Background: an optimization exercise with open tools, aiming at small area, a short achievable clock period and few clock cycles per item. Do not read the settings as production practice. At most, simulation tests tie the RTL to the original design; equivalence was not proved. Only the layout flow was run in run 2; the RTL was not checked for function there.

==> flow/design.v (outline; a module is shown in full before it is edited, if it fits) <==
// module bfly_pre: 8 lines
// module bfly_fin: 23 lines
// module bfly_mul: 959 lines
// module bfly_red: 632 lines
// module bfly_reg: 12 lines
// module ntt_butterfly: 55 lines
module ntt_butterfly (
  input  logic        clk,
  input  logic        rst,
  input  logic        in_valid,
  output logic        in_ready,
  input  logic        in_mode,
  input  logic [11:0] in_a,
  input  logic [11:0] in_b,
  input  logic [11:0] in_zeta,
  input  logic [7:0]  in_idx,
  output logic        out_valid,
  input  logic        out_ready,
  output logic [11:0] out_a,
  output logic [11:0] out_b,
  output logic [7:0]  out_idx,
  output logic        busy
);
  // ...
==> flow/flow/run.sh <==
#!/bin/bash
# Standard layout, with the port buffers made from buf_2 cells instead of
# the flow's default choice (a slow delay buffer), and timing repair aiming
# for a 6.4 ns critical path (setup margin 7.6 ns against the 14 ns clock).
bash standard.sh "BUFFER_PORTS_ARGS=-buffer_cell sky130_fd_sc_hd__buf_2" SETUP_SLACK_MARGIN=7.6 finish > standard.log 2>&1
==> flow/standard.sh <==
#!/bin/bash
# synth_recipe.tcl (not shown) runs the flow's synth.tcl, then flattens the netlist and writes it again
# the make line also repeats each setting of config.mk as NAME=value (left out here)
make -C /OpenROAD-flow-scripts/flow DESIGN_CONFIG=/design/flow/config.mk WORK_HOME=/design/flow/orfs CLKGATE_MAP_FILE= SYNTH_SCRIPT=/design/flow/synth_recipe.tcl "${@:-finish}"
==> flow/config.mk <==
export PLATFORM = sky130hd
export DESIGN_NAME = ntt_butterfly
export DESIGN_NICKNAME = ntt_butterfly
export VERILOG_FILES = /design/flow/design.v
export SDC_FILE = /design/flow/constraint.sdc
export NUM_CORES = 4
export LEC_CHECK = 0
export CAP_MARGIN = 20
export CORE_MARGIN = 2
export CORE_UTILIZATION = 40
export SLEW_MARGIN = 20
==> flow/constraint.sdc <==
create_clock -name core_clock -period 14.0 [get_ports {clk}]
set_input_delay 2.8000 -clock core_clock [delete_from_list [all_inputs] [get_ports {clk}]]
set_output_delay 2.8000 -clock core_clock [all_outputs]
set_load 0.01 [all_outputs]
==> metrics.md, run 1 <==
| Metric | Value |
|---|---|
| Setup TNS | `0 ns` |
| Most frequent cells after synthesis | `inv_1, fa_1, ha_1` |
| Sequential Area | `between 3000 and 4000 um2` |
| Layout area overhead | `10.9%` |
| Worst reg2reg path depth | `25` |
| # IOs | `between 80 and 90` |
| Mux cell area share after synthesis | `roughly 1.3%` |
| Hold Crit Class | `flip-flop to flip-flop` |
| Clk buf depth | `2` |
| Biggest fanout along the worst timing path | `3` |
| Critical Path Stages | `25` |
| FFs & Latches | `131` |
| Ant. Diodes | `0` |
| Post-DRT Antenna Nets | `0` |
| Max reg flops | `47` |
| Top delay family on crit path | `adder cells` |
| Synth Instances | `1564` |
| Setup violators final | `0` |
| Count of state elements after synthesis | `131` |
| H-tree depth | `4` |
| Worst Setup SP | `u_r2.q[10]` |
| Die Wd | `around 200 um` |
| Worst reg2reg startpoint | `u_r2.q[10]` |
| Most flops, register | `u_r2.q` |
| Slew HR | `37.3%` |
| Status | `timing/DRC/antenna clean` |
| Total Routing Usage GR | `between 10% and 20%` |
| Worst-path clk slew | `roughly 0.060 ns` |
| CP max-delay cell | `fa_1` |
| GR Util met1 | `between 20% and 30%` |
Testbench counts, summed over its fixed seeds: cycles 16,024, items 16,000.
==> module bfly_pre, before the edit <==
module bfly_pre (
  input  logic        mode,
  input  logic [11:0] a,
  input  logic [11:0] b,
  output logic [12:0] mx
);
  assign mx = mode ? ({1'b0, a} + 13'd3329 - {1'b0, b}) : {1'b0, b};
endmodule
==> module bfly_fin, before the edit <==
module bfly_fin (
  input  logic [13:0] sa,
  input  logic [12:0] sb,
  output logic [11:0] ra,
  output logic [11:0] rb
);
  logic signed [13:0] ssa;
  logic signed [12:0] ssb;
  assign ssa = sa;
  assign ssb = sb;
  always_comb begin
    if (ssa < 0)                   ra = 12'(ssa + 14'sd3329);
    else if (ssa < 14'sd3329)      ra = 12'(ssa);
    else if (ssa < 14'sd6658)      ra = 12'(ssa - 14'sd3329);
    else                           ra = 12'(ssa - 14'sd6658);
  end
  always_comb begin
    if (ssb < -13'sd3329)          rb = 12'(ssb + 13'sd3329 + 13'sd3329);
    else if (ssb < 0)              rb = 12'(ssb + 13'sd3329);
    else if (ssb < 13'sd3329)      rb = 12'(ssb);
    else                           rb = 12'(ssb - 13'sd3329);
  end
endmodule
==> run 2: changes to the inputs <==
--- a/flow/design.v
+++ b/flow/design.v
@@ -1,38 +1,109 @@
-module bfly_pre (
-  input  logic        mode,
-  input  logic [11:0] a,
-  input  logic [11:0] b,
-  output logic [12:0] mx
-);
-  assign mx = mode ? ({1'b0, a} + 13'd3329 - {1'b0, b}) : {1'b0, b};
-endmodule
 module bfly_fin (
   input  logic [13:0] sa,
   input  logic [12:0] sb,
   output logic [11:0] ra,
   output logic [11:0] rb
 );
   logic signed [13:0] ssa;
   logic signed [12:0] ssb;
+  logic [11:0] ka, kb;
   assign ssa = sa;
   assign ssb = sb;
   always_comb begin
-    if (ssa < 0)                   ra = 12'(ssa + 14'sd3329);
-    else if (ssa < 14'sd3329)      ra = 12'(ssa);
-    else if (ssa < 14'sd6658)      ra = 12'(ssa - 14'sd3329);
-    else                           ra = 12'(ssa - 14'sd6658);
-  end
-  always_comb begin
-    if (ssb < -13'sd3329)          rb = 12'(ssb + 13'sd3329 + 13'sd3329);
-    else if (ssb < 0)              rb = 12'(ssb + 13'sd3329);
-    else if (ssb < 13'sd3329)      rb = 12'(ssb);
-    else                           rb = 12'(ssb - 13'sd3329);
+    if (ssa < 0)                   ka = 12'd3329;
+    else if (ssa < 14'sd3329)      ka = 12'd0;
+    else if (ssa < 14'sd6658)      ka = 12'(-3329);
+    else                           ka = 12'(-6658);
+    if (ssb < -13'sd3329)          kb = 12'(6658);
+    else if (ssb < 0)              kb = 12'd3329;
+    else if (ssb < 13'sd3329)      kb = 12'd0;
+    else                           kb = 12'(-3329);
   end
+  assign ra = sa[11:0] + ka;
+  assign rb = sb[11:0] + kb;
+endmodule
+module bfly_pre (
+  input  logic        mode,
+  input  logic [11:0] a,
+  input  logic [11:0] b,
+  output logic [12:0] mx
+);
+  logic p_1;
+  logic p_2;
+  logic p_3;
+  logic p_4;
+  logic p_5;
+  logic p_6;
+  logic p_7;
+  logic p_8;
+  logic p_9;
+  logic p_10;
+  logic p_11;
+  logic p_12;
+  logic p_13;
+  logic p_14;
+  logic p_15;
+  logic p_16;
+  logic p_17;
+  logic p_18;
+  logic p_19;
+  logic p_20;
+  logic p_21;
+  logic p_22;
+  logic p_23;
+  logic p_24;
+  logic p_25;
+  logic p_26;
+  logic p_27;
+  logic p_28;
+  logic p_29;
+  logic p_30;
+  logic p_31;
+  logic p_32;
+  logic p_33;
+  logic p_34;
+  logic [12:0] p_35;
+  assign p_1 = mode & ~a[0];
+  assign p_2 = mode & ~a[1];
+  assign p_3 = mode & ~a[2];
+  assign p_4 = mode & ~a[3];
+  assign p_5 = mode & ~a[4];
+  assign p_6 = mode & ~a[5];
+  assign p_7 = mode & ~a[6];
+  assign p_8 = mode & ~a[7];
+  assign p_9 = mode & ~a[8];
+  assign p_10 = mode & ~a[9];
+  assign p_11 = mode & ~a[10];
+  assign p_12 = mode & ~a[11];
+  assign p_13 = b[1] ^ p_2;
+  assign p_14 = b[1] & p_2;
+  assign p_15 = b[2] ^ p_3;
+  assign p_16 = b[2] & p_3;
+  assign p_17 = b[3] ^ p_4;
+  assign p_18 = b[3] & p_4;
+  assign p_19 = b[4] ^ p_5;
+  assign p_20 = b[4] & p_5;
+  assign p_21 = b[5] ^ p_6;
+  assign p_22 = b[5] & p_6;
+  assign p_23 = b[6] ^ p_7;
+  assign p_24 = b[6] & p_7;
+  assign p_25 = b[7] ^ p_8;
+  assign p_26 = b[7] & p_8;
+  assign p_27 = b[8] ^ p_9 ^ mode;
+  assign p_28 = (b[8] & p_9) | (mode & (b[8] ^ p_9));
+  assign p_29 = b[9] ^ p_10;
+  assign p_30 = b[9] & p_10;
+  assign p_31 = b[10] ^ p_11 ^ mode;
+  assign p_32 = (b[10] & p_11) | (mode & (b[10] ^ p_11));
+  assign p_33 = b[11] ^ p_12 ^ mode;
+  assign p_34 = (b[11] & p_12) | (mode & (b[11] ^ p_12));
+  assign p_35 = {mode, p_32, p_30, p_28, p_26, p_24, p_22, p_20, p_18, p_16, p_14, mode, b[0]} + {p_34, p_33, p_31, p_29, p_27, p_25, p_23, p_21, p_19, p_17, p_15, p_13, p_1};
+  assign mx = p_35;
 endmodule
 module bfly_mul (
   input  logic        mode,
   input  logic [11:0] a,
   input  logic [12:0] mx,
   input  logic [11:0] zeta,
   output logic [24:0] p,
   output logic [12:0] xa
@@ -479,19 +550,19 @@
   logic m_440;
   logic m_441;
   logic m_442;
   logic m_443;
   logic m_444;
   logic m_445;
   logic m_446;
   logic m_447;
-  logic [12:0] m_448;
+  logic m_448;
   logic m_449;
-  logic m_450;
+  logic [12:0] m_450;
   logic m_451;
   logic m_452;
   logic m_453;
   logic m_454;
   logic m_455;
   logic m_456;
   logic m_457;
   logic m_458;
@@ -506,16 +577,18 @@
   logic m_467;
   logic m_468;
   logic m_469;
   logic m_470;
   logic m_471;
   logic m_472;
   logic m_473;
   logic m_474;
+  logic m_475;
+  logic m_476;
   assign m_1 = mx[0] & zeta[0];
   assign m_2 = mx[0] & zeta[1];
   assign m_3 = mx[0] & zeta[2];
   assign m_4 = mx[0] & zeta[3];
   assign m_5 = mx[0] & zeta[4];
   assign m_6 = mx[0] & zeta[5];
   assign m_7 = mx[0] & zeta[6];
   assign m_8 = mx[0] & zeta[7];
@@ -905,69 +978,69 @@
   assign m_392 = (m_314 & m_351) | (m_350 & (m_314 ^ m_351));
   assign m_393 = m_316 ^ m_353 ^ m_352;
   assign m_394 = (m_316 & m_353) | (m_352 & (m_316 ^ m_353));
   assign m_395 = m_144 ^ m_155 ^ m_354;
   assign m_396 = (m_144 & m_155) | (m_354 & (m_144 ^ m_155));
   assign m_397 = {1'b0, m_156, m_394, m_392, m_390, m_388, m_386, m_384, m_382, m_380, m_378, m_376, m_374, m_372, m_370, m_368, m_366, m_364, m_362, m_360, m_358, m_356, m_25, m_2, m_1} + {1'b0, m_396, m_395, m_393, m_391, m_389, m_387, m_385, m_383, m_381, m_379, m_377, m_375, m_373, m_371, m_369, m_367, m_365, m_363, m_361, m_359, m_357, m_355, m_13, 1'b0};
   assign p = m_397;
   assign m_398 = mode ? 1'b0 : a[0];
-  assign m_399 = mode & ~mx[0];
+  assign m_399 = mode & mx[0];
   assign m_400 = mode ? a[0] : a[1];
-  assign m_401 = mode & ~mx[1];
+  assign m_401 = mode & mx[1];
   assign m_402 = mode ? a[1] : a[2];
-  assign m_403 = mode & ~mx[2];
+  assign m_403 = mode & mx[2];
   assign m_404 = mode ? a[2] : a[3];
-  assign m_405 = mode & ~mx[3];
+  assign m_405 = mode & mx[3];
   assign m_406 = mode ? a[3] : a[4];
-  assign m_407 = mode & ~mx[4];
+  assign m_407 = mode & mx[4];
   assign m_408 = mode ? a[4] : a[5];
-  assign m_409 = mode & ~mx[5];
+  assign m_409 = mode & mx[5];
   assign m_410 = mode ? a[5] : a[6];
-  assign m_411 = mode & ~mx[6];
+  assign m_411 = mode & mx[6];
   assign m_412 = mode ? a[6] : a[7];
-  assign m_413 = mode & ~mx[7];
+  assign m_413 = mode & mx[7];
   assign m_414 = mode ? a[7] : a[8];
-  assign m_415 = mode & ~mx[8];
+  assign m_415 = mode & mx[8];
   assign m_416 = mode ? a[8] : a[9];
-  assign m_417 = mode & ~mx[9];
+  assign m_417 = mode & mx[9];
   assign m_418 = mode ? a[9] : a[10];
-  assign m_419 = mode & ~mx[10];
+  assign m_419 = mode & mx[10];
   assign m_420 = mode ? a[10] : a[11];
-  assign m_421 = mode & ~mx[11];
+  assign m_421 = mode & mx[11];
   assign m_422 = mode ? a[11] : 1'b0;
-  assign m_423 = mode & ~mx[12];
-  assign m_424 = m_400 ^ m_401;
-  assign m_425 = m_400 & m_401;
-  assign m_426 = m_402 ^ m_403;
-  assign m_427 = m_402 & m_403;
-  assign m_428 = m_404 ^ m_405;
-  assign m_429 = m_404 & m_405;
-  assign m_430 = m_406 ^ m_407;
-  assign m_431 = m_406 & m_407;
-  assign m_432 = m_408 ^ m_409;
-  assign m_433 = m_408 & m_409;
-  assign m_434 = m_410 ^ m_411;
-  assign m_435 = m_410 & m_411;
-  assign m_436 = m_412 ^ m_413;
-  assign m_437 = m_412 & m_413;
-  assign m_438 = m_414 ^ m_415 ^ mode;
-  assign m_439 = (m_414 & m_415) | (mode & (m_414 ^ m_415));
-  assign m_440 = m_416 ^ m_417;
-  assign m_441 = m_416 & m_417;
-  assign m_442 = m_418 ^ m_419 ^ mode;
-  assign m_443 = (m_418 & m_419) | (mode & (m_418 ^ m_419));
-  assign m_444 = m_420 ^ m_421 ^ mode;
-  assign m_445 = (m_420 & m_421) | (mode & (m_420 ^ m_421));
-  assign m_446 = m_422 ^ m_423;
-  assign m_447 = m_422 & m_423;
-  assign m_449 = m_398 ^ m_399;
-  assign m_450 = m_398 & m_399;
-  assign m_451 = mode ^ m_424 ^ m_450;
-  assign m_452 = (mode & m_424) | (m_450 & (mode ^ m_424));
+  assign m_423 = mode & mx[12];
+  assign m_424 = m_398 ^ m_399;
+  assign m_425 = m_398 & m_399;
+  assign m_426 = m_400 ^ m_401 ^ mode;
+  assign m_427 = (m_400 & m_401) | (mode & (m_400 ^ m_401));
+  assign m_428 = m_402 ^ m_403 ^ mode;
+  assign m_429 = (m_402 & m_403) | (mode & (m_402 ^ m_403));
+  assign m_430 = m_404 ^ m_405 ^ mode;
+  assign m_431 = (m_404 & m_405) | (mode & (m_404 ^ m_405));
+  assign m_432 = m_406 ^ m_407 ^ mode;
+  assign m_433 = (m_406 & m_407) | (mode & (m_406 ^ m_407));
+  assign m_434 = m_408 ^ m_409 ^ mode;
+  assign m_435 = (m_408 & m_409) | (mode & (m_408 ^ m_409));
+  assign m_436 = m_410 ^ m_411 ^ mode;
+  assign m_437 = (m_410 & m_411) | (mode & (m_410 ^ m_411));
+  assign m_438 = m_412 ^ m_413 ^ mode;
+  assign m_439 = (m_412 & m_413) | (mode & (m_412 ^ m_413));
+  assign m_440 = m_414 ^ m_415;
+  assign m_441 = m_414 & m_415;
+  assign m_442 = m_416 ^ m_417 ^ mode;
+  assign m_443 = (m_416 & m_417) | (mode & (m_416 ^ m_417));
+  assign m_444 = m_418 ^ m_419;
+  assign m_445 = m_418 & m_419;
+  assign m_446 = m_420 ^ m_421;
+  assign m_447 = m_420 & m_421;
+  assign m_448 = m_422 ^ m_423 ^ mode;
+  assign m_449 = (m_422 & m_423) | (mode & (m_422 ^ m_423));
+  assign m_451 = mode ^ m_424;
+  assign m_452 = mode & m_424;
   assign m_453 = m_425 ^ m_426 ^ m_452;
   assign m_454 = (m_425 & m_426) | (m_452 & (m_425 ^ m_426));
   assign m_455 = m_427 ^ m_428 ^ m_454;
   assign m_456 = (m_427 & m_428) | (m_454 & (m_427 ^ m_428));
   assign m_457 = m_429 ^ m_430 ^ m_456;
   assign m_458 = (m_429 & m_430) | (m_456 & (m_429 ^ m_430));
   assign m_459 = m_431 ^ m_432 ^ m_458;
   assign m_460 = (m_431 & m_432) | (m_458 & (m_431 ^ m_432));
@@ -980,18 +1053,20 @@
   assign m_467 = m_439 ^ m_440 ^ m_466;
   assign m_468 = (m_439 & m_440) | (m_466 & (m_439 ^ m_440));
   assign m_469 = m_441 ^ m_442 ^ m_468;
   assign m_470 = (m_441 & m_442) | (m_468 & (m_441 ^ m_442));
   assign m_471 = m_443 ^ m_444 ^ m_470;
   assign m_472 = (m_443 & m_444) | (m_470 & (m_443 ^ m_444));
   assign m_473 = m_445 ^ m_446 ^ m_472;
   assign m_474 = (m_445 & m_446) | (m_472 & (m_445 ^ m_446));
-  assign m_448 = {m_473, m_471, m_469, m_467, m_465, m_463, m_461, m_459, m_457, m_455, m_453, m_451, m_449};
-  assign xa = m_448;
+  assign m_475 = m_447 ^ m_448 ^ m_474;
+  assign m_476 = (m_447 & m_448) | (m_474 & (m_447 ^ m_448));
+  assign m_450 = {m_475, m_473, m_471, m_469, m_467, m_465, m_463, m_461, m_459, m_457, m_455, m_453, m_451};
+  assign xa = m_450;
 endmodule
 module bfly_red (
   input  logic        mode,
   input  logic [12:0] xa,
   input  logic [24:0] p,
   output logic [13:0] sa,
   output logic [12:0] sb
 );
@@ -1279,38 +1354,17 @@
   logic r_282;
   logic r_283;
   logic r_284;
   logic r_285;
   logic r_286;
   logic r_287;
   logic r_288;
   logic r_289;
-  logic r_290;
-  logic r_291;
-  logic r_292;
-  logic r_293;
-  logic r_294;
-  logic r_295;
-  logic r_296;
-  logic r_297;
-  logic r_298;
-  logic r_299;
-  logic r_300;
-  logic r_301;
-  logic r_302;
-  logic r_303;
-  logic r_304;
-  logic r_305;
-  logic r_306;
-  logic r_307;
-  logic r_308;
-  logic r_309;
-  logic r_310;
-  logic [12:0] r_311;
+  logic [12:0] r_290;
   assign r_1 = ~p[8];
   assign r_2 = ~p[9];
   assign r_3 = ~p[10];
   assign r_4 = ~p[11];
   assign r_5 = ~p[12];
   assign r_6 = ~p[13];
   assign r_7 = ~p[14];
   assign r_8 = ~p[15];
@@ -1372,258 +1426,237 @@
   assign r_64 = p[21] & ct;
   assign r_65 = p[22] & ct;
   assign r_66 = p[23] & ct;
   assign r_67 = p[24] & ct;
   assign r_68 = ~r_54;
   assign r_69 = ~r_55;
   assign r_70 = ~r_56;
   assign r_71 = ~r_57;
-  assign r_72 = xa[4] ^ r_50;
-  assign r_73 = xa[4] & r_50;
-  assign r_74 = xa[5] ^ r_51;
-  assign r_75 = xa[5] & r_51;
-  assign r_76 = xa[6] ^ r_52;
-  assign r_77 = xa[6] & r_52;
-  assign r_78 = xa[7] ^ r_53;
-  assign r_79 = xa[7] & r_53;
-  assign r_80 = xa[0] ^ r_46;
-  assign r_81 = xa[0] & r_46;
-  assign r_82 = xa[1] ^ r_47;
-  assign r_83 = xa[1] & r_47;
-  assign r_84 = xa[2] ^ r_48 ^ r_46;
-  assign r_85 = (xa[2] & r_48) | (r_46 & (xa[2] ^ r_48));
-  assign r_86 = xa[3] ^ r_49 ^ r_47;
-  assign r_87 = (xa[3] & r_49) | (r_47 & (xa[3] ^ r_49));
-  assign r_88 = r_46 ^ r_62;
-  assign r_89 = r_46 & r_62;
-  assign r_90 = r_48 ^ r_47 ^ r_58;
-  assign r_91 = (r_48 & r_47) | (r_58 & (r_48 ^ r_47));
-  assign r_92 = ~(r_63 ^ r_72);
-  assign r_93 = r_63 | r_72;
-  assign r_94 = r_49 ^ r_48 ^ r_64;
-  assign r_95 = (r_49 & r_48) | (r_64 & (r_49 ^ r_48));
-  assign r_96 = ~(r_73 ^ r_74);
-  assign r_97 = r_73 | r_74;
-  assign r_98 = r_50 ^ r_49 ^ r_65;
-  assign r_99 = (r_50 & r_49) | (r_65 & (r_50 ^ r_49));
-  assign r_100 = ~(r_75 ^ r_76);
-  assign r_101 = r_75 | r_76;
-  assign r_102 = r_51 ^ r_50 ^ r_66;
-  assign r_103 = (r_51 & r_50) | (r_66 & (r_51 ^ r_50));
-  assign r_104 = ~(r_77 ^ r_78);
-  assign r_105 = r_77 | r_78;
-  assign r_106 = xa[8] ^ r_52 ^ r_51;
-  assign r_107 = (xa[8] & r_52) | (r_51 & (xa[8] ^ r_52));
-  assign r_108 = ~(r_67 ^ r_79);
-  assign r_109 = r_67 | r_79;
-  assign r_110 = xa[9] ^ r_53 ^ r_52;
-  assign r_111 = (xa[9] & r_53) | (r_52 & (xa[9] ^ r_53));
-  assign r_112 = ~r_59;
-  assign r_113 = r_60 ^ r_69 ^ r_81;
-  assign r_114 = (r_60 & r_69) | (r_81 & (r_60 ^ r_69));
-  assign r_115 = r_61 ^ r_70 ^ r_83;
-  assign r_116 = (r_61 & r_70) | (r_83 & (r_61 ^ r_70));
+  assign r_72 = xa[4] ^ r_63;
+  assign r_73 = xa[4] & r_63;
+  assign r_74 = xa[5] ^ r_64;
+  assign r_75 = xa[5] & r_64;
+  assign r_76 = xa[6] ^ r_65;
+  assign r_77 = xa[6] & r_65;
+  assign r_78 = xa[7] ^ r_66;
+  assign r_79 = xa[7] & r_66;
+  assign r_80 = xa[0] ^ r_59;
+  assign r_81 = xa[0] & r_59;
+  assign r_82 = xa[1] ^ r_60;
+  assign r_83 = xa[1] & r_60;
+  assign r_84 = xa[2] ^ r_61 ^ r_48;
+  assign r_85 = (xa[2] & r_61) | (r_48 & (xa[2] ^ r_61));
+  assign r_86 = xa[3] ^ r_62 ^ r_49;
+  assign r_87 = (xa[3] & r_62) | (r_49 & (xa[3] ^ r_62));
+  assign r_88 = r_47 ^ r_46;
+  assign r_89 = r_47 & r_46;
+  assign r_90 = ~(r_72 ^ r_50);
+  assign r_91 = r_72 | r_50;
+  assign r_92 = r_48 ^ r_47 ^ r_58;
+  assign r_93 = (r_48 & r_47) | (r_58 & (r_48 ^ r_47));
+  assign r_94 = ~(r_73 ^ r_74);
+  assign r_95 = r_73 | r_74;
+  assign r_96 = r_51 ^ r_49 ^ r_48;
+  assign r_97 = (r_51 & r_49) | (r_48 & (r_51 ^ r_49));
+  assign r_98 = ~(r_75 ^ r_76);
+  assign r_99 = r_75 | r_76;
+  assign r_100 = r_52 ^ r_50 ^ r_49;
+  assign r_101 = (r_52 & r_50) | (r_49 & (r_52 ^ r_50));
+  assign r_102 = ~(r_77 ^ r_78);
+  assign r_103 = r_77 | r_78;
+  assign r_104 = r_53 ^ r_51 ^ r_50;
+  assign r_105 = (r_53 & r_51) | (r_50 & (r_53 ^ r_51));
+  assign r_106 = ~(xa[8] ^ r_67);
+  assign r_107 = xa[8] | r_67;
+  assign r_108 = r_79 ^ r_52 ^ r_51;
+  assign r_109 = (r_79 & r_52) | (r_51 & (r_79 ^ r_52));
+  assign r_110 = ~(xa[9] ^ r_53);
+  assign r_111 = xa[9] | r_53;
+  assign r_112 = ~r_80;
+  assign r_113 = r_81 ^ r_82 ^ r_47;
+  assign r_114 = (r_81 & r_82) | (r_47 & (r_81 ^ r_82));
+  assign r_115 = r_83 ^ r_46 ^ r_70;
+  assign r_116 = (r_83 & r_46) | (r_70 & (r_83 ^ r_46));
   assign r_117 = r_71 ^ r_88 ^ r_85;
   assign r_118 = (r_71 & r_88) | (r_85 & (r_71 ^ r_88));
   assign r_119 = r_89 ^ r_87 ^ r_90;
   assign r_120 = (r_89 & r_87) | (r_90 & (r_89 ^ r_87));
-  assign r_121 = r_91 ^ r_94 ^ r_93;
-  assign r_122 = (r_91 & r_94) | (r_93 & (r_91 ^ r_94));
+  assign r_121 = r_94 ^ r_91 ^ r_93;
+  assign r_122 = (r_94 & r_91) | (r_93 & (r_94 ^ r_91));
   assign r_123 = r_95 ^ r_98 ^ r_97;
   assign r_124 = (r_95 & r_98) | (r_97 & (r_95 ^ r_98));
   assign r_125 = r_99 ^ r_102 ^ r_101;
   assign r_126 = (r_99 & r_102) | (r_101 & (r_99 ^ r_102));
-  assign r_127 = r_103 ^ r_106 ^ r_105;
-  assign r_128 = (r_103 & r_106) | (r_105 & (r_103 ^ r_106));
-  assign r_129 = ~(r_107 ^ r_110);
-  assign r_130 = r_107 | r_110;
+  assign r_127 = r_106 ^ r_103 ^ r_105;
+  assign r_128 = (r_106 & r_103) | (r_105 & (r_106 ^ r_103));
+  assign r_129 = r_107 ^ r_52 ^ r_109;
+  assign r_130 = (r_107 & r_52) | (r_109 & (r_107 ^ r_52));
   assign r_131 = ~(xa[10] ^ r_53);
   assign r_132 = xa[10] | r_53;
-  assign r_133 = r_68 ^ r_80;
-  assign r_134 = r_68 & r_80;
-  assign r_135 = r_82 ^ r_59 ^ r_113;
-  assign r_136 = (r_82 & r_59) | (r_113 & (r_82 ^ r_59));
+  assign r_133 = r_112 ^ r_46;
+  assign r_134 = r_112 & r_46;
+  assign r_135 = r_80 ^ r_69 ^ r_113;
+  assign r_136 = (r_80 & r_69) | (r_113 & (r_80 ^ r_69));
   assign r_137 = r_84 ^ r_114 ^ r_115;
   assign r_138 = (r_84 & r_114) | (r_115 & (r_84 ^ r_114));
   assign r_139 = r_86 ^ r_116 ^ r_117;
   assign r_140 = (r_86 & r_116) | (r_117 & (r_86 ^ r_116));
   assign r_141 = r_92 ^ r_118 ^ r_119;
   assign r_142 = (r_92 & r_118) | (r_119 & (r_92 ^ r_118));
   assign r_143 = r_96 ^ r_120 ^ r_121;
   assign r_144 = (r_96 & r_120) | (r_121 & (r_96 ^ r_120));
   assign r_145 = r_100 ^ r_122 ^ r_123;
   assign r_146 = (r_100 & r_122) | (r_123 & (r_100 ^ r_122));
   assign r_147 = r_104 ^ r_124 ^ r_125;
   assign r_148 = (r_104 & r_124) | (r_125 & (r_104 ^ r_124));
   assign r_149 = r_108 ^ r_126 ^ r_127;
   assign r_150 = (r_108 & r_126) | (r_127 & (r_108 ^ r_126));
-  assign r_151 = r_109 ^ r_129 ^ r_128;
-  assign r_152 = (r_109 & r_129) | (r_128 & (r_109 ^ r_129));
+  assign r_151 = r_110 ^ r_128 ^ r_129;
+  assign r_152 = (r_110 & r_128) | (r_129 & (r_110 ^ r_128));
   assign r_153 = r_111 ^ r_131 ^ r_130;
   assign r_154 = (r_111 & r_131) | (r_130 & (r_111 ^ r_131));
   assign r_155 = ~(xa[11] ^ r_132);
   assign r_156 = xa[11] | r_132;
   assign r_157 = ~xa[12];
-  assign r_158 = {1'b1, r_156, r_154, r_152, r_150, r_148, r_146, r_144, r_142, r_140, r_138, r_136, r_134, r_112} + {xa[12], r_157, r_155, r_153, r_151, r_149, r_147, r_145, r_143, r_141, r_139, r_137, r_135, r_133};
+  assign r_158 = {1'b1, r_156, r_154, r_152, r_150, r_148, r_146, r_144, r_142, r_140, r_138, r_136, r_134, r_68} + {xa[12], r_157, r_155, r_153, r_151, r_149, r_147, r_145, r_143, r_141, r_139, r_137, r_135, r_133};
   assign sa = r_158;
   assign r_159 = xa[0] & ct;
   assign r_160 = xa[1] & ct;
   assign r_161 = xa[2] & ct;
   assign r_162 = xa[3] & ct;
   assign r_163 = xa[4] & ct;
   assign r_164 = xa[5] & ct;
   assign r_165 = xa[6] & ct;
   assign r_166 = xa[7] & ct;
   assign r_167 = xa[8] & ct;
   assign r_168 = xa[9] & ct;
   assign r_169 = xa[10] & ct;
   assign r_170 = xa[11] & ct;
   assign r_171 = xa[12] & ct;
-  assign r_172 = u[0] ^ ct;
-  assign r_173 = u[1] ^ ct;
-  assign r_174 = u[2] ^ ct;
-  assign r_175 = u[3] ^ ct;
-  assign r_176 = u[4] ^ ct;
-  assign r_177 = u[5] ^ ct;
-  assign r_178 = u[6] ^ ct;
-  assign r_179 = u[7] ^ ct;
-  assign r_180 = u[0] ^ ct;
-  assign r_181 = u[1] ^ ct;
-  assign r_182 = u[2] ^ ct;
-  assign r_183 = u[3] ^ ct;
-  assign r_184 = u[4] ^ ct;
-  assign r_185 = u[5] ^ ct;
-  assign r_186 = u[6] ^ ct;
-  assign r_187 = u[7] ^ ct;
-  assign r_188 = u[0] ^ ct;
-  assign r_189 = u[1] ^ ct;
-  assign r_190 = u[2] ^ ct;
-  assign r_191 = u[3] ^ ct;
-  assign r_192 = u[4] ^ ct;
-  assign r_193 = u[5] ^ ct;
-  assign r_194 = u[6] ^ ct;
-  assign r_195 = u[7] ^ ct;
-  assign r_196 = u[8] ^ ct;
-  assign r_197 = ~r_196;
-  assign r_198 = u[9] ^ ct;
-  assign r_199 = ~r_198;
-  assign r_200 = u[10] ^ ct;
-  assign r_201 = ~r_200;
-  assign r_202 = u[11] ^ ct;
-  assign r_203 = ~r_202;
-  assign r_204 = u[12] ^ ct;
-  assign r_205 = p[16] ^ ct;
-  assign r_206 = p[17] ^ ct;
-  assign r_207 = p[18] ^ ct;
-  assign r_208 = p[19] ^ ct;
-  assign r_209 = p[20] ^ ct;
-  assign r_210 = p[21] ^ ct;
-  assign r_211 = p[22] ^ ct;
-  assign r_212 = p[23] ^ ct;
-  assign r_213 = p[24] ^ ct;
-  assign r_214 = r_162 ^ ct;
-  assign r_215 = r_162 & ct;
-  assign r_216 = ~(r_163 ^ r_176);
-  assign r_217 = r_163 | r_176;
-  assign r_218 = ~r_164;
-  assign r_219 = ~r_165;
-  assign r_220 = ~r_166;
-  assign r_221 = r_167 ^ ct;
-  assign r_222 = r_167 & ct;
-  assign r_223 = ~(r_159 ^ ct);
-  assign r_224 = r_159 | ct;
-  assign r_225 = r_160 ^ r_173;
-  assign r_226 = r_160 & r_173;
-  assign r_227 = r_161 ^ ct ^ r_174;
-  assign r_228 = (r_161 & ct) | (r_174 & (r_161 ^ ct));
-  assign r_229 = r_180 ^ r_207;
-  assign r_230 = r_180 & r_207;
-  assign r_231 = r_175 ^ r_181 ^ r_188;
-  assign r_232 = (r_175 & r_181) | (r_188 & (r_175 ^ r_181));
-  assign r_233 = r_208 ^ r_214 ^ r_203;
-  assign r_234 = (r_208 & r_214) | (r_203 & (r_208 ^ r_214));
-  assign r_235 = r_182 ^ r_189 ^ r_204;
-  assign r_236 = (r_182 & r_189) | (r_204 & (r_182 ^ r_189));
-  assign r_237 = r_209 ^ r_215 ^ r_216;
-  assign r_238 = (r_209 & r_215) | (r_216 & (r_209 ^ r_215));
-  assign r_239 = r_177 ^ r_183 ^ r_190;
-  assign r_240 = (r_177 & r_183) | (r_190 & (r_177 ^ r_183));
-  assign r_241 = r_210 ^ r_218 ^ r_217;
-  assign r_242 = (r_210 & r_218) | (r_217 & (r_210 ^ r_218));
-  assign r_243 = r_178 ^ r_184 ^ r_191;
-  assign r_244 = (r_178 & r_184) | (r_191 & (r_178 ^ r_184));
-  assign r_245 = r_211 ^ r_164 ^ r_219;
-  assign r_246 = (r_211 & r_164) | (r_219 & (r_211 ^ r_164));
-  assign r_247 = r_179 ^ r_185 ^ r_192;
-  assign r_248 = (r_179 & r_185) | (r_192 & (r_179 ^ r_185));
-  assign r_249 = r_212 ^ r_165 ^ r_220;
-  assign r_250 = (r_212 & r_165) | (r_220 & (r_212 ^ r_165));
-  assign r_251 = ~(r_186 ^ r_193);
-  assign r_252 = r_186 | r_193;
-  assign r_253 = r_213 ^ r_166 ^ r_221;
-  assign r_254 = (r_213 & r_166) | (r_221 & (r_213 ^ r_166));
-  assign r_255 = ~(r_168 ^ r_187);
-  assign r_256 = r_168 | r_187;
-  assign r_257 = r_194 ^ r_222;
-  assign r_258 = r_194 & r_222;
-  assign r_259 = ~r_169;
-  assign r_260 = r_172 ^ r_205;
-  assign r_261 = r_172 & r_205;
-  assign r_262 = r_206 ^ r_199 ^ r_224;
-  assign r_263 = (r_206 & r_199) | (r_224 & (r_206 ^ r_199));
-  assign r_264 = r_201 ^ r_226 ^ r_229;
-  assign r_265 = (r_201 & r_226) | (r_229 & (r_201 ^ r_226));
-  assign r_266 = r_230 ^ r_228 ^ r_231;
-  assign r_267 = (r_230 & r_228) | (r_231 & (r_230 ^ r_228));
-  assign r_268 = r_232 ^ r_235 ^ r_234;
-  assign r_269 = (r_232 & r_235) | (r_234 & (r_232 ^ r_235));
-  assign r_270 = r_236 ^ r_239 ^ r_238;
-  assign r_271 = (r_236 & r_239) | (r_238 & (r_236 ^ r_239));
-  assign r_272 = r_240 ^ r_243 ^ r_245;
-  assign r_273 = (r_240 & r_243) | (r_245 & (r_240 ^ r_243));
-  assign r_274 = r_244 ^ r_247 ^ r_246;
-  assign r_275 = (r_244 & r_247) | (r_246 & (r_244 ^ r_247));
-  assign r_276 = r_248 ^ r_251 ^ r_250;
-  assign r_277 = (r_248 & r_251) | (r_250 & (r_248 ^ r_251));
-  assign r_278 = r_257 ^ r_252 ^ r_255;
-  assign r_279 = (r_257 & r_252) | (r_255 & (r_257 ^ r_252));
-  assign r_280 = r_195 ^ r_259 ^ r_258;
-  assign r_281 = (r_195 & r_259) | (r_258 & (r_195 ^ r_259));
-  assign r_282 = ~r_170;
-  assign r_283 = r_171 ^ ct;
-  assign r_284 = r_171 & ct;
-  assign r_285 = r_197 ^ r_223;
-  assign r_286 = r_197 & r_223;
-  assign r_287 = r_225 ^ r_261 ^ r_262;
-  assign r_288 = (r_225 & r_261) | (r_262 & (r_225 ^ r_261));
-  assign r_289 = r_227 ^ r_263 ^ r_264;
-  assign r_290 = (r_227 & r_263) | (r_264 & (r_227 ^ r_263));
-  assign r_291 = r_233 ^ r_265 ^ r_266;
-  assign r_292 = (r_233 & r_265) | (r_266 & (r_233 ^ r_265));
-  assign r_293 = r_237 ^ r_267 ^ r_268;
-  assign r_294 = (r_237 & r_267) | (r_268 & (r_237 ^ r_267));
-  assign r_295 = r_241 ^ r_269 ^ r_270;
-  assign r_296 = (r_241 & r_269) | (r_270 & (r_241 ^ r_269));
-  assign r_297 = r_242 ^ r_272 ^ r_271;
-  assign r_298 = (r_242 & r_272) | (r_271 & (r_242 ^ r_272));
-  assign r_299 = r_249 ^ r_273 ^ r_274;
-  assign r_300 = (r_249 & r_273) | (r_274 & (r_249 ^ r_273));
-  assign r_301 = r_253 ^ r_275 ^ r_276;
-  assign r_302 = (r_253 & r_275) | (r_276 & (r_253 ^ r_275));
-  assign r_303 = r_254 ^ r_278 ^ r_277;
-  assign r_304 = (r_254 & r_278) | (r_277 & (r_254 ^ r_278));
-  assign r_305 = r_256 ^ r_280 ^ r_279;
-  assign r_306 = (r_256 & r_280) | (r_279 & (r_256 ^ r_280));
-  assign r_307 = r_169 ^ r_282 ^ r_281;
-  assign r_308 = (r_169 & r_282) | (r_281 & (r_169 ^ r_282));
-  assign r_309 = ~(r_170 ^ r_283);
-  assign r_310 = r_170 | r_283;
-  assign r_311 = {r_308, r_306, r_304, r_302, r_300, r_298, r_296, r_294, r_292, r_290, r_288, r_286, r_260} + {r_309, r_307, r_305, r_303, r_301, r_299, r_297, r_295, r_293, r_291, r_289, r_287, r_285};
-  assign sb = r_311;
+  assign r_172 = ~u[0];
+  assign r_173 = ~u[1];
+  assign r_174 = ~u[2];
+  assign r_175 = ~u[3];
+  assign r_176 = ~u[4];
+  assign r_177 = ~u[5];
+  assign r_178 = ~u[6];
+  assign r_179 = ~u[7];
+  assign r_180 = ~u[0];
+  assign r_181 = ~u[1];
+  assign r_182 = ~u[2];
+  assign r_183 = ~u[3];
+  assign r_184 = ~u[4];
+  assign r_185 = ~u[5];
+  assign r_186 = ~u[6];
+  assign r_187 = ~u[7];
+  assign r_188 = ~u[0];
+  assign r_189 = ~u[1];
+  assign r_190 = ~u[2];
+  assign r_191 = ~u[3];
+  assign r_192 = ~u[4];
+  assign r_193 = ~u[5];
+  assign r_194 = ~u[6];
+  assign r_195 = ~u[7];
+  assign r_196 = ~u[12];
+  assign r_197 = ~p[16];
+  assign r_198 = ~p[17];
+  assign r_199 = ~p[18];
+  assign r_200 = ~p[19];
+  assign r_201 = ~p[20];
+  assign r_202 = ~p[21];
+  assign r_203 = ~p[22];
+  assign r_204 = ~p[23];
+  assign r_205 = ~p[24];
+  assign r_206 = ~r_162;
+  assign r_207 = ~(r_163 ^ r_201);
+  assign r_208 = r_163 | r_201;
+  assign r_209 = ~r_164;
+  assign r_210 = ~r_165;
+  assign r_211 = ~r_166;
+  assign r_212 = ~r_160;
+  assign r_213 = ~(r_161 ^ r_199);
+  assign r_214 = r_161 | r_199;
+  assign r_215 = u[10] ^ r_174;
+  assign r_216 = u[10] & r_174;
+  assign r_217 = r_200 ^ r_206 ^ u[11];
+  assign r_218 = (r_200 & r_206) | (u[11] & (r_200 ^ r_206));
+  assign r_219 = r_175 ^ r_181 ^ r_188;
+  assign r_220 = (r_175 & r_181) | (r_188 & (r_175 ^ r_181));
+  assign r_221 = r_162 ^ r_207 ^ r_176;
+  assign r_222 = (r_162 & r_207) | (r_176 & (r_162 ^ r_207));
+  assign r_223 = r_182 ^ r_189 ^ r_196;
+  assign r_224 = (r_182 & r_189) | (r_196 & (r_182 ^ r_189));
+  assign r_225 = r_202 ^ r_209 ^ r_208;
+  assign r_226 = (r_202 & r_209) | (r_208 & (r_202 ^ r_209));
+  assign r_227 = r_177 ^ r_183 ^ r_190;
+  assign r_228 = (r_177 & r_183) | (r_190 & (r_177 ^ r_183));
+  assign r_229 = r_203 ^ r_164 ^ r_210;
+  assign r_230 = (r_203 & r_164) | (r_210 & (r_203 ^ r_164));
+  assign r_231 = r_178 ^ r_184 ^ r_191;
+  assign r_232 = (r_178 & r_184) | (r_191 & (r_178 ^ r_184));
+  assign r_233 = r_204 ^ r_165 ^ r_211;
+  assign r_234 = (r_204 & r_165) | (r_211 & (r_204 ^ r_165));
+  assign r_235 = r_179 ^ r_185 ^ r_192;
+  assign r_236 = (r_179 & r_185) | (r_192 & (r_179 ^ r_185));
+  assign r_237 = r_167 ^ r_205 ^ r_166;
+  assign r_238 = (r_167 & r_205) | (r_166 & (r_167 ^ r_205));
+  assign r_239 = r_186 ^ r_193;
+  assign r_240 = r_186 & r_193;
+  assign r_241 = r_168 ^ r_187;
+  assign r_242 = r_168 & r_187;
+  assign r_243 = r_159 ^ r_197;
+  assign r_244 = r_159 & r_197;
+  assign r_245 = r_198 ^ r_212 ^ u[9];
+  assign r_246 = (r_198 & r_212) | (u[9] & (r_198 ^ r_212));
+  assign r_247 = r_160 ^ r_213 ^ r_180;
+  assign r_248 = (r_160 & r_213) | (r_180 & (r_160 ^ r_213));
+  assign r_249 = r_214 ^ r_217 ^ r_216;
+  assign r_250 = (r_214 & r_217) | (r_216 & (r_214 ^ r_217));
+  assign r_251 = r_218 ^ r_220 ^ r_221;
+  assign r_252 = (r_218 & r_220) | (r_221 & (r_218 ^ r_220));
+  assign r_253 = r_225 ^ r_222 ^ r_224;
+  assign r_254 = (r_225 & r_222) | (r_224 & (r_225 ^ r_222));
+  assign r_255 = r_229 ^ r_226 ^ r_228;
+  assign r_256 = (r_229 & r_226) | (r_228 & (r_229 ^ r_226));
+  assign r_257 = r_230 ^ r_233 ^ r_232;
+  assign r_258 = (r_230 & r_233) | (r_232 & (r_230 ^ r_233));
+  assign r_259 = r_234 ^ r_237 ^ r_239;
+  assign r_260 = (r_234 & r_237) | (r_239 & (r_234 ^ r_237));
+  assign r_261 = r_238 ^ r_194 ^ r_240;
+  assign r_262 = (r_238 & r_194) | (r_240 & (r_238 ^ r_194));
+  assign r_263 = r_169 ^ r_195;
+  assign r_264 = r_169 & r_195;
+  assign r_265 = r_243 ^ u[8];
+  assign r_266 = r_243 & u[8];
+  assign r_267 = r_244 ^ r_173 ^ r_245;
+  assign r_268 = (r_244 & r_173) | (r_245 & (r_244 ^ r_173));
+  assign r_269 = r_246 ^ r_215 ^ r_247;
+  assign r_270 = (r_246 & r_215) | (r_247 & (r_246 ^ r_215));
+  assign r_271 = r_219 ^ r_248 ^ r_249;
+  assign r_272 = (r_219 & r_248) | (r_249 & (r_219 ^ r_248));
+  assign r_273 = r_223 ^ r_250 ^ r_251;
+  assign r_274 = (r_223 & r_250) | (r_251 & (r_223 ^ r_250));
+  assign r_275 = r_227 ^ r_252 ^ r_253;
+  assign r_276 = (r_227 & r_252) | (r_253 & (r_227 ^ r_252));
+  assign r_277 = r_231 ^ r_254 ^ r_255;
+  assign r_278 = (r_231 & r_254) | (r_255 & (r_231 ^ r_254));
+  assign r_279 = r_235 ^ r_256 ^ r_257;
+  assign r_280 = (r_235 & r_256) | (r_257 & (r_235 ^ r_256));
+  assign r_281 = r_236 ^ r_259 ^ r_258;
+  assign r_282 = (r_236 & r_259) | (r_258 & (r_236 ^ r_259));
+  assign r_283 = r_241 ^ r_260 ^ r_261;
+  assign r_284 = (r_241 & r_260) | (r_261 & (r_241 ^ r_260));
+  assign r_285 = r_242 ^ r_263 ^ r_262;
+  assign r_286 = (r_242 & r_263) | (r_262 & (r_242 ^ r_263));
+  assign r_287 = r_170 ^ r_264;
+  assign r_288 = r_170 & r_264;
+  assign r_289 = ~r_171;
+  assign r_290 = {r_288, r_286, r_284, r_282, r_280, r_278, r_276, r_274, r_272, r_270, r_268, r_266, r_172} + {r_289, r_287, r_285, r_283, r_281, r_279, r_277, r_275, r_273, r_271, r_269, r_267, r_265};
+  assign sb = r_290;
 endmodule
 module bfly_reg #(
   parameter int W = 8
 ) (
   input  logic         clk,
   input  logic         en,
   input  logic [W-1:0] d,
   output logic [W-1:0] q
==> flow/flow/run.sh (replaced) <==
#!/bin/bash
# Standard layout, with the port buffers made from buf_2 cells instead of
# the flow's default choice (a slow delay buffer), and timing repair aiming
# for a 6.3 ns critical path (setup margin 7.7 ns against the 14 ns clock).
bash standard.sh "BUFFER_PORTS_ARGS=-buffer_cell sky130_fd_sc_hd__buf_2" SETUP_SLACK_MARGIN=7.7 finish > standard.log 2>&1
==> metrics.md, run 2 <==
| Metric | Value |
|---|---|
| Status | `timing/DRC/antenna clean (unchanged)` |
| Clock Latency Late Sink | `0.44 ns (was 0.43 ns)` |
| Count of state elements after synthesis | `131 (unchanged)` |
| Die area | `39600 um2 (was 40300 um2)` |
| DRT Pass-1 Iters | `7 (was 5)` |
| Simple-Gate Fraction of Synth Area | `13.1% (was 12.5%)` |
| Asr flop ratio synth | `0% (unchanged)` |
| Worst-path clk slew | `0.06 ns (about the same)` |
| Ratio of cells with drive above 1 in the final layout | `13.2% (was 11.0%)` |
| Final min period | `6.62 ns (was 6.37 ns)` |
| Largest regs | `u_r2.q x47, u_r1.q x46, u_r3.q x35 (unchanged)` |
| Synthesized area | `15200 um2 (was 15500 um2)` |
| Max frequency | `0.151 GHz (was 0.157 GHz)` |
| CP arrival | `3.82 ns (was 6.53 ns)` |
| # IOs | `84 (unchanged)` |
| Setup Crit Path Kind | `flip-flop to output pin (was flip-flop to flip-flop)` |
| Most flops, register | `u_r2.q (unchanged)` |
| Via count | `10309 (was 10405)` |
| Slew @ Worst Pin | `0.987 ns (was 0.935 ns)` |
| Layout area overhead | `13.1% (was 10.9%)` |
| Final Cycle Share | `47.3% (was 45.5%)` |
| Post-DRT Antenna Nets | `0 (unchanged)` |
| H-tree depth | `4 (unchanged)` |
| Synth Area in Compound Gates | `8.35% (was 8.38%)` |
| Area leader, netlist | `fa_1 (unchanged)` |
| Most frequent cells in the layout | `inv_1, fa_1, ha_1 (unchanged)` |
| CTS Hold Buffers Added | `0 (unchanged)` |
| Most frequent cells after synthesis | `inv_1, fa_1, ha_1 (unchanged)` |
| Worst EP required | `11.20 ns (was 14.16 ns)` |
| Clk sinks | `131 (unchanged)` |
| Max Clock Skew | `0.0212 ns (was 0.0139 ns)` |
| Slew HR | `34.2% (was 37.3%)` |
| Final cell count without fillers | `2128 (was 2160)` |
| Clk buf depth | `2 (unchanged)` |
| CTS root buffer | `clkbuf_16 (unchanged)` |
| Biggest fanout along the worst timing path | `2 (was 3)` |
| RSZ-0062 raised after global routing | `true (unchanged)` |
| First-pass GRT wire length | `52.1 mm (about the same)` |
| Core Area | `37600 um2 (was 38400 um2)` |
| Pin count of the biggest net entering global routing | `76 (was 90)` |
| Max-cap violations | `0 (unchanged)` |
| Ant. Diodes | `0 (unchanged)` |
| Num rows | `71 (was 72)` |
| Hold Crit Class | `flip-flop to flip-flop (unchanged)` |
| CTS tree | `built (unchanged)` |
| Distinct cell type count after synthesis | `55 (was 71)` |
| Top FF cell, synth | `edfxtp_1 (unchanged)` |
| Top-area cell type share of the netlist area | `27.0% (was 25.5%)` |
| Adder-cell share of the synthesized area | `39.0% (was 38.4%)` |
| Initial antenna violation count | `0 (unchanged)` |
| CP Launch Type | `flip-flop (unchanged)` |
| Starting Density | `40.5% (was 40.3%)` |
| GRT Max-Usage Layer | `met2 (unchanged)` |
| Nets | `2005 (was 2035)` |
| Hold Fails Final Rpt | `0 (unchanged)` |
| Largest family of logic cells by synthesized area | `adder cells (unchanged)` |
| Die height | `199 um (was 201 um)` |
| Vias in the first global route | `10949 (was 10702)` |
| Max Slew Vio Count | `0 (unchanged)` |
| Synth Instances | `1511 (was 1564)` |
| Post-Place Cells | `2067 (was 2118)` |
| Max reg flops | `47 (unchanged)` |
| WHS | `0.418 ns (about the same)` |
| CTS buffer count | `17 (unchanged)` |
| Post-Synth XOR/XNOR Area | `4.77% (was 4.87%)` |
| Detailed Route WL | `30.8 mm (was 31.3 mm)` |
| Setup TNS | `0 ns (unchanged)` |
| Initial DRC Count | `429 (was 391)` |
| Syn. warnings | `5 (unchanged)` |
| # DRC | `0 (unchanged)` |
| Synth Net Count | `1912 (was 1970)` |
| Top post-synthesis cells by area | `fa_1, edfxtp_1, ha_1 (unchanged)` |
| Fin util | `45.8% (was 44.7%)` |
| Die Wd | `199 um (was 201 um)` |
| GR Util met2 | `28.1% (was 27.5%)` |
| Post-Syn Area per Cell | `10.1 um2 (was 9.90 um2)` |
| Total Routing Usage GR | `16.5% (was 15.9%)` |
| Global Route met3 Usage | `2.65% (was 2.53%)` |
| Most common cell in the synthesized netlist | `inv_1 (unchanged)` |
| Commonest non-fill, non-tap cell in the layout | `inv_1 (unchanged)` |
| Setup violators final | `0 (unchanged)` |
| Placer Congestion | `0.839 (was 0.843)` |
| GR Util met1 | `21.7% (was 20.8%)` |
| Seq/Total Area, Yosys | `25.6% (was 25.2%)` |
| Grt ovf | `0 (unchanged)` |
| Number of vias per cell | `4.84 (was 4.82)` |
| Mux cell area share after synthesis | `0.871% (was 1.29%)` |
| IO buf count | `83 (unchanged)` |
| Post-synth EDFFs | `128 (unchanged)` |
| Crit. End Element | `output pin (was flip-flop)` |
| HPWL after detailed placement | `24.2 mm (was 25.1 mm)` |
| WL/cell | `14.5 um (about the same)` |
## run 2: changes by cell type in the layout (fill, tap and decap cells not counted), sizes merged, moves of 8 or more
cell    before  now
o21ai       47   36
fa         197  205
nand2      142  128
ha         160  147
nand2b       7   21
a21oi       58   71
inv        334  299
buf         95  114
## run 2: worst paths after layout
| path | start | to | slack [ns] | cells past startpoint |
|---|---|---|---|---|
| max | u_r3.q[25] | out_a[8] | 7.38 | 18 |
| min | u_r2.q[4] | u_r3.q[4] | 0.42 | 0 |
| max reg2reg | u_r2.q[12] | u_r3.q[18] | 8.02 | 21 |
| min reg2reg | u_r2.q[4] | u_r3.q[4] | 0.42 | 0 |
## run 2: kinds of logic (layout without fill, tap and decap cells)
| family | count (synthesis) | after routing |
|---|---|---|
| other | 1 | 1 |
| buffers and inverters | 331 | 437 |
| flip-flops | 131 | 131 |
| multiplexers | 12 | 12 |
| AND/OR/NAND/NOR | 401 | 401 |
| AO/OA/AOI/OAI | 200 | 200 |
| XOR/XNOR | 83 | 83 |
| adder cells (fa/ha/maj) | 352 | 352 |
## run 2: worst max-delay path, cell delays in order, from the launching register on
cell	delay, ns
edfxtp_1	0.41
nor4_2	0.28
nand2_1	0.10
o21ai_1	0.12
nand2b_1	0.06
a311o_1	0.30
ha_4	0.23
o21ai_2	0.11
ha_2	0.20
inv_2	0.04
fa_2	0.34
nor2b_2	0.13
o21ai_2	0.08
a21boi_2	0.21
o21ai_2	0.10
a211oi_2	0.25
buf_4	0.16
xor2_1	0.13
buf_2	0.14
## run 2: metrics by stage
stage	area, um2	setup slack, ns
after floorplan	15200	7.73
after CTS	17000	7.28
after global placement	16200	7.32
final	17200	7.38
after global routing	17200	7.10
after detailed placement	16200	7.14
## run 2: area by class of cell
class	instances	area [um2]
clock buffer	17	425
clock inverter	15	139
fill	3596	20400
inverter	291	1100
multi-input combinational	1049	10400
sequential	131	3900
tap	511	639
timing repair buffer	114	664
## run 2: routing by layer
metal	up-vias	part of all wire [%]
met2	191	48
met1	5008	46
met3	49	3.3
met5	-	0
li1	5061	-
met4	0	2.1
## run 2: repair_timing
action,4_1_cts,5_1_grt
gates resized for setup,36,25
pin swaps,31,25
setup buffers,22,7
setup endpoints to repair,13,19
cloned,0,0
==> run 3: changes to the inputs <==
--- a/flow/design.v
+++ b/flow/design.v
@@ -6,21 +6,20 @@
 );
   logic signed [13:0] ssa;
   logic signed [12:0] ssb;
-  logic [11:0] ka, kb;
   assign ssa = sa;
   assign ssb = sb;
   always_comb begin
-    if (ssa < 0)                   ka = 12'd3329;
-    else if (ssa < 14'sd3329)      ka = 12'd0;
-    else if (ssa < 14'sd6658)      ka = 12'(-3329);
-    else                           ka = 12'(-6658);
-    if (ssb < -13'sd3329)          kb = 12'(6658);
-    else if (ssb < 0)              kb = 12'd3329;
-    else if (ssb < 13'sd3329)      kb = 12'd0;
-    else                           kb = 12'(-3329);
+    if (ssa < 0)                   ra = 12'(ssa + 14'sd3329);
+    else if (ssa < 14'sd3329)      ra = 12'(ssa);
+    else if (ssa < 14'sd6658)      ra = 12'(ssa - 14'sd3329);
+    else                           ra = 12'(ssa - 14'sd6658);
+  end
+  always_comb begin
+    if (ssb < -13'sd3329)          rb = 12'(ssb + 13'sd3329 + 13'sd3329);
+    else if (ssb < 0)              rb = 12'(ssb + 13'sd3329);
+    else if (ssb < 13'sd3329)      rb = 12'(ssb);
+    else                           rb = 12'(ssb - 13'sd3329);
   end
-  assign ra = sa[11:0] + ka;
-  assign rb = sb[11:0] + kb;
 endmodule
 module bfly_pre (
   input  logic        mode,
==> metrics.md, run 3 <==
| Metric | Value |
|---|---|
| Core Area | `38500 um2 (was 37600 um2)` |
| Num rows | `72 (was 71)` |
| Count of state elements after synthesis | `131 (unchanged)` |
| Largest regs | `u_r2.q x47, u_r1.q x46, u_r3.q x35 (unchanged)` |
| Setup Crit Path Kind | `input port to output pin (was flip-flop to output pin)` |
| Most common cell in the synthesized netlist | `inv_1 (unchanged)` |
| CTS buffer count | `17 (unchanged)` |
| CTS Hold Buffers Added | `0 (unchanged)` |
| Synth Instances | `1554 (was 1511)` |
| Post-synth EDFFs | `128 (unchanged)` |
| Nets | `1999 (was 2005)` |
| Ratio of cells with drive above 1 in the final layout | `11.2% (was 13.2%)` |
| Post-DRT Antenna Nets | `0 (unchanged)` |
| Detailed Route WL | `31.8 mm (was 30.8 mm)` |
| Asr flop ratio synth | `0% (unchanged)` |
| # IOs | `84 (unchanged)` |
| Seq/Total Area, Yosys | `25.1% (was 25.6%)` |
| Hold Fails Final Rpt | `0 (unchanged)` |
| Max Slew Vio Count | `0 (unchanged)` |
| Slew @ Worst Pin | `0.987 ns (about the same)` |
| Distinct cell type count after synthesis | `68 (was 55)` |
| Status | `timing/DRC/antenna clean (unchanged)` |
| Initial antenna violation count | `0 (unchanged)` |
| Top-area cell type share of the netlist area | `26.1% (was 27.0%)` |
| Worst path max stage delay | `0.26 ns (was 0.41 ns)` |
| Fin util | `44.7% (was 45.8%)` |
| IO buf count | `83 (unchanged)` |
| RSZ-0062 raised after global routing | `false (was true)` |
| Largest family of logic cells by synthesized area | `adder cells (unchanged)` |
| Setup TNS | `0 ns (unchanged)` |
| Die area | `40500 um2 (was 39600 um2)` |
| Cell repeated most along the worst path | `buf_2 (was o21ai_2)` |
| Most frequent cells in the layout | `inv_1, fa_1, edfxtp_1 (was inv_1, fa_1, ha_1)` |
| Mux cell area share after synthesis | `0.990% (was 0.871%)` |
| DRT Pass-1 Iters | `5 (was 7)` |
| Worst-path clk slew | `0.07 ns (was 0.06 ns)` |
| Area leader, netlist | `fa_1 (unchanged)` |
| Clk sinks | `131 (unchanged)` |
| Placer Congestion | `0.873 (was 0.839)` |
| Max frequency | `0.162 GHz (was 0.151 GHz)` |
| Pin count of the biggest net entering global routing | `67 (was 76)` |
| Adder-cell share of the synthesized area | `36.6% (was 39.0%)` |
| CP Launch Type | `input port (was flip-flop)` |
| Initial DRC Count | `564 (was 429)` |
| CTS tree | `built (unchanged)` |
| Ant. Diodes | `0 (unchanged)` |
| Crit. End Element | `output pin (unchanged)` |
| Syn. warnings | `5 (unchanged)` |
| Top FF cell, synth | `edfxtp_1 (unchanged)` |
| CP Cell Sequence | `buf_2 > nor2b_2 > nor2_1 > buf_2 (was nor4_2 > nand2_1 > o21ai_1 > nand2b_1 > a311o_1 > ha_4 > o21ai_2 > ha_2 > inv_2 > fa_2 > nor2b_2 > o21ai_2 > a21boi_2 > o21ai_2 > a211oi_2 > buf_4 > xor2_1 > buf_2)` |
| WL/cell | `14.8 um (was 14.5 um)` |
| Most flops, register | `u_r2.q (unchanged)` |
| Max reg flops | `47 (unchanged)` |
| Synth Area in Compound Gates | `8.86% (was 8.35%)` |
| Synth Net Count | `1936 (was 1912)` |
| Biggest fanout along the worst timing path | `5 (was 2)` |
| Hold Crit Class | `flip-flop to flip-flop (unchanged)` |
| Vias in the first global route | `11119 (was 10949)` |
| Post-Syn Area per Cell | `10.0 um2 (was 10.1 um2)` |
| Synthesized area | `15500 um2 (was 15200 um2)` |
| Max-cap violations | `0 (unchanged)` |
| Slew HR | `34.2% (about the same)` |
| Die Wd | `201 um (was 199 um)` |
| Total Routing Usage GR | `16.4% (was 16.5%)` |
| Final min period | `6.18 ns (was 6.62 ns)` |
| Layout area overhead | `10.7% (was 13.1%)` |
| H-tree depth | `4 (unchanged)` |
| CP arrival | `3.38 ns (was 3.82 ns)` |
| Simple-Gate Fraction of Synth Area | `14.5% (was 13.1%)` |
| Via count | `10585 (was 10309)` |
| Grt ovf | `0 (unchanged)` |
| Commonest non-fill, non-tap cell in the layout | `inv_1 (unchanged)` |
| Die height | `201 um (was 199 um)` |
| Number of vias per cell | `4.93 (was 4.84)` |
| CTS root buffer | `clkbuf_16 (unchanged)` |
| HPWL after detailed placement | `25.1 mm (was 24.2 mm)` |
| Clk buf depth | `2 (unchanged)` |
| Most frequent cells after synthesis | `inv_1, fa_1, ha_1 (unchanged)` |
| # DRC | `0 (unchanged)` |
| First-pass GRT wire length | `53.9 mm (was 52.1 mm)` |
| Top post-synthesis cells by area | `fa_1, edfxtp_1, ha_1 (unchanged)` |
| CP max-delay cell | `nor2b_2 (was edfxtp_1)` |
| Setup violators final | `0 (unchanged)` |
| Final Cycle Share | `44.1% (was 47.3%)` |
| Starting Density | `40.4% (was 40.5%)` |
| Max Clock Skew | `0.0110 ns (was 0.0212 ns)` |
| Clock Latency Late Sink | `0.44 ns (about the same)` |
| Post-Synth XOR/XNOR Area | `5.63% (was 4.77%)` |
| Worst EP required | `11.20 ns (about the same)` |
-- run 3: changes by cell type after synthesis, sizes merged, moves of 6 or more --
cell    before  now
and2        83  113
xor2        25   32
o21bai      10    4
nand2      128  108
or3          2    8
a21o        21   15
a31oi        8   17
ha         147  130
buf          0   11
xnor2       58   68
-- run 3: worst paths after layout --
path | start | to | cells past startpoint | slack, ns
setup reg to reg | u_r2.q[9] | u_r3.q[33] | 24 | 7.97
setup / recovery | out_ready | in_ready | 4 | 7.82
hold / removal | u_r2.q[1] | u_r3.q[1] | 0 | 0.42
hold reg to reg | u_r2.q[1] | u_r3.q[1] | 0 | 0.42
-- run 3: kinds of logic (layout without fill, tap and decap cells) --
family                   after synthesis  count (layout)
AND/OR/NAND/NOR                      425             425
buffers and inverters                336             412
adder cells (fa/ha/maj)              333             333
AO/OA/AOI/OAI                        214             214
flip-flops                           131             131
XOR/XNOR                             100             100
multiplexers                          14              14
other                                  1               1
-- run 3: cell type report --
class,instances,area (um2)
Clock buffer,17,425
Tap cell,518,648
Timing Repair Buffer,92,483
Sequential cell,131,3900
Multi-Input combinational cell,1087,10500
Fill cell,3676,21300
Clock inverter,15,189
Inverter,288,1090
-- run 3: critical path, delay by kind of cell --
kind	cells	cell delay, ns
buffers and inverters	2	0.24
AND/OR/NAND/NOR	2	0.33
-- run 3: what timing repair did --
action,in CTS,in global routing
resized for setup,4,19
setup buffers,0,7
cloned,0,0
setup endpoints to repair,4,7
pin swaps,0,7
-- run 3: stage by stage --
stage | setup slack, ns | cell area [um2] | hold WS, ns | std cells
after floorplan | 7.92 | 15500 | 0.400 | 1554
after global placement | 7.67 | 16400 | 0.401 | 2109
after detailed placement | 7.59 | 16400 | 0.405 | 2109
after CTS | 7.72 | 17100 | 0.422 | 2141
after global routing | 7.70 | 17200 | 0.427 | 2148
final | 7.82 | 17200 | 0.420 | 2148
-- run 3: routing by layer --
layer,track usage [%],vias up,wire [um]
li1,-,5142,-
met3,2.64,37,970
met4,4.81,0,545
met2,28.1,192,15500
met5,0,-,0
met1,21.5,5214,14800
Testbench counts of run 3, summed over its fixed seeds: cycles 16,024, items 16,000.

-- what the ideal ports hide --
In the flow no input, the clock included, has a driving cell. The finished layouts below were timed again as built, in two steps.
Step 1: set_driving_cell puts a clkbuf_16 on clk and a buf_2 on each other input, an assumption about the parent block.
Step 2 adds t to the input delays and takes it off the output delays; t is the mean of the earliest and latest rising clock arrival at the registers after step 1. Input paths then give back, and output paths get back, about the clock's delay inside the block.
Three values: no drivers, after step 1, after step 2; two values: the first two.
run	shift t [ns]	setup WS [ns]	hold WS [ns]	cell pins on the clock port's net
run 1	0.472	7.629 / 7.629 / 7.629	0.418 / 0.418 / 0.418	1
run 2	0.484	7.384 / 7.332 / 7.806	0.418 / 0.418 / 0.418	1
run 3	0.488	7.821 / 7.802 / 7.802	0.420 / 0.420 / 0.420	1
After both steps every run listed still meets setup and hold. The setup slack of run 3, which loses most, moves by -0.019 ns with the drivers and by -0.019 ns with both steps.
